This design comes from an exercise in tuning for small area and a short achievable clock period on the open sky130 flow, not from production work.

==> inputs of build 32 <==
## jpeg_fb_writer
module jpeg_fb_writer #(
  parameter int unsigned       ADDR_W    = 32,
  parameter logic [ADDR_W-1:0] BASE_ADDR = 32'h0010_0000,
  parameter int unsigned       PIX_FMT   = 0
) (
  input  logic              clk,
  input  logic              reset,
  input  logic              in_valid_i,
  input  logic [15:0]       in_width_i,
  input  logic [15:0]       in_height_i,
  input  logic [15:0]       in_x_i,
  input  logic [15:0]       in_y_i,
  input  logic [7:0]        in_r_i,
  input  logic [7:0]        in_g_i,
  input  logic [7:0]        in_b_i,
  output logic              in_accept_o,
  output logic              wr_valid_o,
  output logic [ADDR_W-1:0] wr_addr_o,
  output logic [31:0]       wr_data_o,
  output logic [3:0]        wr_strb_o,
  input  logic              wr_ready_i,
  output logic              frame_done_o,
  output logic              busy_o,
  output logic [15:0]       crop_count_o,
  output logic              geom_err_o
);
clock: 9.0 ns
lec_check: 0
cap_margin: 20
core_margin: 2
core_utilization: 40
cts_buf_list: sky130_fd_sc_hd__clkbuf_4 sky130_fd_sc_hd__clkbuf_8
cts_cluster_diameter: 80
cts_cluster_size: 16
setup_slack_margin: 4.6
slew_margin: 20
synth_hierarchical: 1
standard.sh (not shown) runs the stock make flow with config.mk's settings and CLKGATE_MAP_FILE= SYNTH_SCRIPT=/design/flow/synth_recipe.tcl, a recipe that flattens the netlist after the stock synthesis.
==> flow/flow/run.sh <==
#!/bin/bash
# Own layout flow: the standard flow, with plain buf_1 cells as the port buffers
# (instead of the delay-cell buffer the resizer picks by default). Every port still gets
# its own buffer. The full make output goes to std_flow.log in the work folder.
set -euo pipefail
export BUFFER_PORTS_ARGS="-buffer_cell sky130_fd_sc_hd__buf_1"
bash standard.sh finish > std_flow.log 2>&1
==> build 71 (differences from build 32) <==
--- a/flow/design.v
+++ b/flow/design.v
@@ -21,25 +21,25 @@
   input  logic              wr_ready_i,
   output logic              frame_done_o,
   output logic              busy_o,
   output logic [15:0]       crop_count_o,
   output logic              geom_err_o
 );
-  localparam int L = 14;   
+  localparam int L = 18;   
   logic        active_q, start_pend_q, frame_done_q, geom_err_q;
   logic        s1_valid_q, s1_crop_q, wr_valid_q, strb_q;
   logic [16:0] s1_z_q;                         
   logic [7:0]  s1_one_q, s1_two_q;             
   logic [6:0]  s1_neg_q;
   logic [7:0]  enc_one, enc_two, enc_neg;
   logic [16:0] b_ext;
   logic [16:0] z_d;
   logic [23:0] s1_rgb_q;
   logic [L-1:0]  wr_lo_q;
   logic          wr_c_q;
-  logic [29:L]   wr_p_q, wr_g_q;    
+  logic [29:L]   wr_a_q, wr_b_q;
   logic [23:0] wr_rgb_q;
   logic [15:0] wn_q, w_q, h_q, col_q, row_q, crop_cnt_q;
   logic        en, accept, hs, use_latched, in_bounds, start_ok, wr_load;
   logic        idle, count, col_last, last, frame_end;
   logic        active_d, start_pend_d, wr_valid_d, s1_valid_d;
   logic [15:0] w_used, h_used;
@@ -501,14 +501,14 @@
       geom_err_q   <= 1'b0;
       s1_valid_q   <= 1'b0;
       wr_valid_q   <= 1'b0;
       strb_q       <= 1'b0;
       wr_lo_q      <= '0;
       wr_c_q       <= 1'b0;
-      wr_p_q       <= '0;
-      wr_g_q       <= '0;
+      wr_a_q       <= '0;
+      wr_b_q       <= '0;
       wr_rgb_q     <= '0;
       crop_cnt_q   <= '0;
     end else begin
       active_q     <= active_d;
       start_pend_q <= start_pend_d;
       frame_done_q <= frame_end;
@@ -518,58 +518,39 @@
       wr_valid_q   <= wr_valid_d;
       if (wr_load) begin
         strb_q  <= 1'b1;
         wr_rgb_q <= s1_rgb_q;
         wr_lo_q <= lo_sum[L-1:0];
         wr_c_q  <= lo_sum[L];
-        wr_p_q  <= mra[29:L] ^ mrb[29:L];
-        wr_g_q  <= mra[29:L] & mrb[29:L];
+        wr_a_q  <= mra[29:L];
+        wr_b_q  <= mrb[29:L];
       end
       if (start_ok)
         crop_cnt_q <= 16'd0;
       else if (en & s1_valid_q & s1_crop_q & (crop_cnt_q != 16'hFFFF))
         crop_cnt_q <= crop_cnt_q + 16'd1;
     end
   end
-  jfw_cpa_pg u_hi (.p(wr_p_q), .g(wr_g_q), .ci(wr_c_q), .s(hi_sum));
+  jfw_cpa_hi u_hi (.a(wr_a_q), .b(wr_b_q), .ci(wr_c_q), .s(hi_sum));
   jfw_accept u_acc (.wr_valid(wr_valid_q), .wr_ready(wr_ready_i), .accept(in_accept_o));
   assign wr_valid_o   = wr_valid_q;
   assign wr_addr_o    = {hi_sum, wr_lo_q, 2'b00};
   assign wr_data_o    = {8'h00, wr_rgb_q};
   assign wr_strb_o    = {4{strb_q}};
   assign frame_done_o = frame_done_q;
   assign busy_o       = active_q | frame_done_q | s1_valid_q | wr_valid_q | start_pend_q;
   assign crop_count_o = crop_cnt_q;
   assign geom_err_o   = geom_err_q;
 endmodule
-module jfw_cpa_lo (input logic [14-1:0] a, b, output logic [14:0] s);
+module jfw_cpa_lo (input logic [18-1:0] a, b, output logic [18:0] s);
   assign s = {1'b0, a} + {1'b0, b};
 endmodule
-module jfw_cpa_pg (
-  input  logic [29-14:0] p, g,
-  input  logic                 ci,
-  output logic [29-14:0] s
-);
-  localparam int N  = 30 - 14;
-  localparam int M  = N + 1;
-  localparam int LV = $clog2(M);
-  logic [(LV+1)*M-1:0] gg, pp;
-  assign gg[M-1:0] = {g, ci};
-  assign pp[M-1:0] = {p, 1'b0};
-  for (genvar l = 0; l < LV; l++) begin : g_lvl
-    for (genvar i = 0; i < M; i++) begin : g_pos
-      if (i >= (1 << l)) begin : g_op
-        assign gg[(l+1)*M+i] = gg[l*M+i] | (pp[l*M+i] & gg[l*M+i-(1<<l)]);
-        assign pp[(l+1)*M+i] = pp[l*M+i] & pp[l*M+i-(1<<l)];
-      end else begin : g_pass
-        assign gg[(l+1)*M+i] = gg[l*M+i];
-        assign pp[(l+1)*M+i] = pp[l*M+i];
-      end
-    end
-  end
-  assign s = p ^ gg[LV*M +: N];
+module jfw_cpa_hi (input logic [29:18] a, b, input logic ci, output logic [29:18] s);
+  logic [30-18:0] t;
+  assign t = {a, 1'b1} + {b, ci};
+  assign s = t[30-18:1];
 endmodule
 module jfw_accept (input logic wr_valid, wr_ready, output logic accept);
   assign accept = !wr_valid | wr_ready;
 endmodule
 module jfw_fa (input logic a, b, c, output logic s, co);
   assign s  = a ^ b ^ c;
Settings changed: SETUP_SLACK_MARGIN 4.6 to 4.8.
==> impl_metrics.py <==
metrics = {
    "outcome": {
        "status": "no timing/DRC/antenna violations",
    },
    "logic_synthesis": {
        "synth_cells": 1690,
    },
    "floorplan": {
        "rows": 74,
    },
    "finish": {
        "final_util_pct": 48.1,
        "seq_cell_count": 219,
        "top_regs": "s1_rgb_q (24), wr_rgb_q (24), wr_lo_q (18)",
    },
    "timing": {
        "post-route-period-util_pct": 48.1,
        "max_freq_mhz": 231,
    },
    "drt": {
        "drt_iter0_markers": 1085,
    },
}
[end of results for build 71]
==> impl_metrics.py <==
metrics = {
    "logic_synthesis": {
        "synth_cells": 1765,
    },
    "finish": {
        "top_regs": "s1_rgb_q (24), wr_rgb_q (24), s1_z_q (17)",
        "final_util_pct": 45.2,
    },
    "outcome": {
        "status": "no timing/DRC/antenna violations",
    },
    "timing": {
        "max_freq_mhz": 239,
    },
    "drt": {
        "drt_iter0_markers": 888,
    },
    "floorplan": {
        "rows": 75,
    },
}
[end of results for build 32]
Function was not checked in any run of this note: the RTL went through the layout flow alone.

========
==> run a: inputs <==
Another version of the RTL of jpeg_fb_writer (not shown whole).
make LEC_CHECK=0 CAP_MARGIN=20 CORE_MARGIN=2 CORE_UTILIZATION=40 SLEW_MARGIN=20 SYNTH_HIERARCHICAL=1 finish   # period 9.0 ns
run.sh (not shown) runs the stock make flow with config.mk's settings and CLKGATE_MAP_FILE= SYNTH_SCRIPT=/design/flow/synth_recipe.tcl, a recipe that flattens the netlist after the stock synthesis.
Stock flow here: none of the scripts above is used.
==> run b: changes against run a <==
--- a/flow/design.v
+++ b/flow/design.v
@@ -19,41 +19,45 @@
   output logic [31:0]       wr_data_o,
   output logic [3:0]        wr_strb_o,
   input  logic              wr_ready_i,
   output logic              frame_done_o,
   output logic              busy_o,
   output logic [15:0]       crop_count_o,
   output logic              geom_err_o
 );
+  localparam int L = 8;   
   logic        active_q, start_pend_q, frame_done_q, busy_q, geom_err_q;
   logic        s1_valid_q, s1_crop_q, wr_valid_q, strb_q;
   logic [15:0] s1_x_q, s1_yn_q;
   logic [23:0] s1_rgb_q;
-  logic [29:0] wr_word_q;
+  logic [L-1:0]  wr_lo_q;
+  logic          wr_c_q;
+  logic [29:L]   wr_a_q, wr_b_q;
   logic [23:0] wr_rgb_q;
   logic [15:0] wn_q, w_q, h_q, col_q, row_q, crop_cnt_q;
   logic        en, accept, hs, use_latched, in_bounds, start_ok, wr_load;
-  logic        idle, start_now, count, last, frame_end;
+  logic        idle, count, col_last, last, frame_end;
   logic        active_d, start_pend_d, wr_valid_d, s1_valid_d;
   logic [15:0] w_used, h_used;
-  logic [29:0] lin_idx;
+  logic [L:0]  lo_sum;
+  logic [29:L] hi_sum;
   assign en          = !wr_valid_q | wr_ready_i;
   assign accept      = en & in_valid_i;
   assign hs          = wr_valid_q & wr_ready_i;
   assign idle        = !active_q & !frame_done_q;
   assign use_latched = active_q | start_pend_q;
   assign w_q         = ~wn_q;
   assign w_used      = use_latched ? w_q : in_width_i;
   assign h_used      = use_latched ? h_q : in_height_i;
   assign in_bounds   = (in_x_i < w_used) & (in_y_i < h_used);
   assign start_ok    = accept & in_bounds & !use_latched;
   wire [15:0] yn = s1_yn_q;
   wire [15:0] wn = wn_q;
-  wire [15:0] x = s1_x_q;
+  wire [15:0] x  = s1_x_q;
   wire ms0, mc0;
   jfw_ha u_ms0 (.a(x[12]), .b(~(yn[0] | wn[12])), .s(ms0), .co(mc0));
   wire ms1, mc1;
   jfw_fa u_ms1 (.a(x[13]), .b(~(yn[0] | wn[13])), .c(~(yn[10] | wn[3])), .s(ms1), .co(mc1));
   wire ms2, mc2;
   jfw_ha u_ms2 (.a(~(yn[11] | wn[2])), .b(~(yn[12] | wn[1])), .s(ms2), .co(mc2));
   wire ms3, mc3;
   jfw_fa u_ms3 (.a(x[14]), .b(~(yn[0] | wn[14])), .c(~(yn[10] | wn[4])), .s(ms3), .co(mc3));
@@ -520,85 +524,96 @@
   wire ms234, mc234;
   jfw_fa u_ms234 (.a(mc176), .b(ms205), .c(mc204), .s(ms234), .co(mc234));
   wire ms235, mc235;
   jfw_fa u_ms235 (.a(mc178), .b(mc205), .c(ms206), .s(ms235), .co(mc235));
   wire ms236, mc236;
   jfw_fa u_ms236 (.a(mc179), .b(ms207), .c(mc206), .s(ms236), .co(mc236));
   wire [29:0] mra = {mc235, mc234, mc233, mc232, mc231, mc230, mc229, mc228, mc227, mc226, mc225, mc224, mc223, mc222, mc221, mc220, mc219, mc218, mc217, mc216, mc215, mc214, mc213, mc212, mc211, mc210, mc209, mc208, ms208, x[0]};
   wire [29:0] mrb = {ms236, ms235, ms234, ms233, ms232, ms231, ms230, ms229, ms228, ms227, ms226, ms225, ms224, ms223, ms222, ms221, ms220, ms219, ms218, ms217, ms216, ms215, ms214, ms213, ms212, ms211, ms210, ms209, ~(yn[1] | wn[0]), ~(yn[0] | wn[0])};
-  assign lin_idx     = mra + mrb;
+  assign lo_sum      = {1'b0, mra[L-1:0]} + {1'b0, mrb[L-1:0]};
   assign wr_load     = en & s1_valid_q & !s1_crop_q;
   assign s1_valid_d  = en ? in_valid_i : s1_valid_q;
   assign wr_valid_d  = en ? (s1_valid_q & !s1_crop_q) : wr_valid_q;
-  assign start_now   = start_ok & !start_pend_q;
   assign count       = active_q & hs;
-  assign last        = (col_q == 16'd1) & (row_q == 16'd1);
+  assign col_last    = col_q == 16'd1;
+  assign last        = col_last & (row_q == 16'd1);
   assign frame_end   = count & last;
   assign active_d     = (idle & (start_pend_q | start_ok)) | (active_q & !frame_end);
-  assign start_pend_d = idle ? 1'b0 : (frame_done_q ? start_ok : start_pend_q);
+  assign start_pend_d = frame_done_q & start_ok;
   always_ff @(posedge clk) begin
     if (en) begin
       s1_x_q    <= in_x_i;
       s1_yn_q   <= ~in_y_i;
       s1_rgb_q  <= {in_r_i, in_g_i, in_b_i};
       s1_crop_q <= !in_bounds;
     end
-    if (start_now) begin
-      wn_q <= ~in_width_i;
-      h_q <= in_height_i;
+    if (wr_load) begin
+      wr_lo_q  <= lo_sum[L-1:0];
+      wr_c_q   <= lo_sum[L];
+      wr_a_q   <= mra[29:L];
+      wr_b_q   <= mrb[29:L];
+      wr_rgb_q <= s1_rgb_q;
+    end
+    if (start_ok) begin
+      wn_q  <= ~in_width_i;
+      h_q   <= in_height_i;
+      col_q <= w_used;
+      row_q <= in_height_i;
+    end else if (count) begin
+      col_q <= col_last ? w_used : col_q - 16'd1;
+      if (col_last) row_q <= row_q - 16'd1;
     end
-    if (start_now | (count & (col_q == 16'd1))) col_q <= w_used;
-    else if (count) col_q <= col_q - 16'd1;
-    if (start_now) row_q <= in_height_i;
-    else if (count & (col_q == 16'd1)) row_q <= row_q - 16'd1;
   end
   always_ff @(posedge clk) begin
     if (!reset) begin
       active_q     <= 1'b0;
       start_pend_q <= 1'b0;
       frame_done_q <= 1'b0;
       busy_q       <= 1'b0;
       geom_err_q   <= 1'b0;
       s1_valid_q   <= 1'b0;
       wr_valid_q   <= 1'b0;
       strb_q       <= 1'b0;
-      wr_word_q    <= '0;
-      wr_rgb_q     <= '0;
       crop_cnt_q   <= '0;
     end else begin
       active_q     <= active_d;
       start_pend_q <= start_pend_d;
       frame_done_q <= frame_end;
       busy_q       <= active_d | frame_end | s1_valid_d | wr_valid_d | start_pend_d;
       if (active_q & accept & ((in_width_i != w_q) | (in_height_i != h_q)))
         geom_err_q <= 1'b1;
       s1_valid_q   <= s1_valid_d;
       wr_valid_q   <= wr_valid_d;
-      if (wr_load) begin
-        strb_q    <= 1'b1;
-        wr_word_q <= lin_idx;
-        wr_rgb_q  <= s1_rgb_q;
-      end
-      if (start_now)
+      if (wr_load) strb_q <= 1'b1;
+      if (start_ok)
         crop_cnt_q <= 16'd0;
       else if (en & s1_valid_q & s1_crop_q & (crop_cnt_q != 16'hFFFF))
         crop_cnt_q <= crop_cnt_q + 16'd1;
     end
   end
-  assign in_accept_o  = en;
+  jfw_cpa_hi u_hi (.a(wr_a_q), .b(wr_b_q), .ci(wr_c_q), .s(hi_sum));
+  jfw_accept u_acc (.wr_valid(wr_valid_q), .wr_ready(wr_ready_i), .accept(in_accept_o));
   assign wr_valid_o   = wr_valid_q;
-  assign wr_addr_o    = {wr_word_q, 2'b00};
-  assign wr_data_o    = {8'h00, wr_rgb_q};
+  assign wr_addr_o    = strb_q ? {hi_sum, wr_lo_q, 2'b00} : 32'd0;
+  assign wr_data_o    = strb_q ? {8'h00, wr_rgb_q} : 32'd0;
   assign wr_strb_o    = {4{strb_q}};
   assign frame_done_o = frame_done_q;
   assign busy_o       = busy_q;
   assign crop_count_o = crop_cnt_q;
   assign geom_err_o   = geom_err_q;
 endmodule
+module jfw_cpa_hi (input logic [29:8] a, b, input logic ci, output logic [29:8] s);
+  logic [30-8:0] t;
+  assign t = {a, 1'b1} + {b, ci};
+  assign s = t[30-8:1];
+endmodule
+module jfw_accept (input logic wr_valid, wr_ready, output logic accept);
+  assign accept = !wr_valid | wr_ready;
+endmodule
 module jfw_fa (input logic a, b, c, output logic s, co);
   assign s  = a ^ b ^ c;
   assign co = (a & b) | (c & (a ^ b));
 endmodule
 module jfw_ha (input logic a, b, output logic s, co);
   assign s  = a ^ b;
   assign co = a & b;
 endmodule
==> flow/flow/run.sh (new file) <==
#!/bin/bash
# Own layout flow: the standard flow, with plain buf_1 cells as the port buffers
# (instead of the delay-cell buffer the resizer picks by default). Every port still gets
# its own buffer. The full make output goes to std_flow.log in the work folder.
set -euo pipefail
export BUFFER_PORTS_ARGS="-buffer_cell sky130_fd_sc_hd__buf_1"
bash standard.sh finish > std_flow.log 2>&1
==> flow/standard.sh (new file) <==
#!/bin/bash
# synth_recipe.tcl (not shown) runs the flow's synth.tcl, then flattens the netlist and writes it again
# the make line also repeats each setting of config.mk as NAME=value (left out here)
make -C /OpenROAD-flow-scripts/flow DESIGN_CONFIG=/design/flow/config.mk WORK_HOME=/design/flow/orfs CLKGATE_MAP_FILE= SYNTH_SCRIPT=/design/flow/synth_recipe.tcl "${@:-finish}"
==> flow/config.mk (replaced) <==
export PLATFORM = sky130hd
export DESIGN_NAME = jpeg_fb_writer
export DESIGN_NICKNAME = jpeg_fb_writer
export VERILOG_FILES = /design/flow/design.v
export SDC_FILE = /design/flow/constraint.sdc
export NUM_CORES = 4
export LEC_CHECK = 0
export CAP_MARGIN = 20
export CORE_MARGIN = 2
export CORE_UTILIZATION = 40
export SETUP_SLACK_MARGIN = 4.3
export SLEW_MARGIN = 20
export SYNTH_HIERARCHICAL = 1
removed: flow/run.sh
==> run c: changes against run a <==
==> flow/config.mk (replaced) <==
export PLATFORM = sky130hd
export DESIGN_NAME = jpeg_fb_writer
export DESIGN_NICKNAME = jpeg_fb_writer
export VERILOG_FILES = /design/flow/design.v
export SDC_FILE = /design/flow/constraint.sdc
export NUM_CORES = 4
export LEC_CHECK = 0
export ABC_CLOCK_PERIOD_IN_PS = 4500
export CAP_MARGIN = 20
export CORE_MARGIN = 2
export CORE_UTILIZATION = 40
export SETUP_SLACK_MARGIN = 4.5
export SLEW_MARGIN = 20
export SYNTH_HIERARCHICAL = 1
==> results_dict.tcl <==
set metrics [dict create \
    use_met1_pct 26.2 \
    whs_ns 0.417 \
    status "complete, no violations" \
    synth_area_per_cell_um2 11.7 \
    grt_pass1_vias 12000 \
    vias_per_cell 5.25 \
    grt_pass1_wl_um 67100 \
    placedCellCount 2092 \
    track_usage_pct 19.5 \
    antenna_found_initial 6 \
    synth_cells 1465 \
    sh_seq_area_pct 33.7 \
    multi_input_gates 1100 \
    dr_wl_met2_um 20200 \
]
# the run above: run b

==> results_dict.tcl <==
set metrics [dict create \
    status "complete, no violations" \
    vias_per_cell 5.44 \
    synth_area_per_cell_um2 10.2 \
    multi_input_gates 1245 \
    grt_pass1_vias 12600 \
    use_met1_pct 31.1 \
    sh_seq_area_pct 27.4 \
    grt_pass1_wl_um 71600 \
    antenna_found_initial 2 \
    track_usage_pct 22.3 \
    dr_wl_met2_um 20600 \
    placedCellCount 2206 \
]
# the run above: run a

==> results_dict.tcl <==
set metrics [dict create \
    status "complete, no violations" \
    grt_pass1_wl_um 77000 \
    placedCellCount 2204 \
    final-nonclk-buf-share_pct 15.4 \
    dr_wl_met2_um 24500 \
    synth_cells 1603 \
    track_usage_pct 24.1 \
    synth_area_per_cell_um2 10.2 \
    multi_input_gates 1247 \
    antenna_found_initial 1 \
    cts-root-buf "clkbuf_16" \
    grt_pass1_vias 13600 \
    use_met1_pct 31.6 \
    cpMaxStageDelayCell "fa_2" \
]
# the run above: run c

No run of this note included a check of the RTL's function; only the layout flow was run.

## afterwards: timing with drivers on the ports
In the flow no input, the clock included, has a driving cell. The finished layouts below were timed again as built, in two steps. Step 1, drivers: a clkbuf_16 drives clk and a buf_2 each remaining input, both assumed. Step 2 moves the port delays by t, midway between the first and last clock arrival at a register: inputs arrive t later, outputs are due t later. That takes back most of the time a late clock gives input paths. a / b / c = ideal / step 1 / step 2; a / b = the first two.
run	shift t [ns]	slack for setup (ns)	hold slack, ns	clock arrival spread, ns	worst data-port slew with drivers (ns)
build 32	0.611	4.807 / 4.769 / 4.236	0.457 / 0.457 / 0.457	0.037 / 0.037	0.07
build 71	0.619	4.668 / 4.668 / 4.296	0.458 / 0.458 / 0.458	0.019 / 0.019	0.07
run a	0.520	2.624 / 2.624 / 2.624	0.453 / 0.453 / 0.453	0.016 / 0.016	0.09
run b	0.610	4.393 / 4.337 / 3.926	0.417 / 0.417 / 0.417	0.018 / 0.018	0.08
run c	0.506	3.336 / 3.336 / 3.336	0.449 / 0.449 / 0.449	0.018 / 0.018	0.09
After both steps setup and hold are still met in every run listed. The setup slack of build 32, which loses most, moves by -0.038 ns with the drivers and by -0.571 ns with both steps.
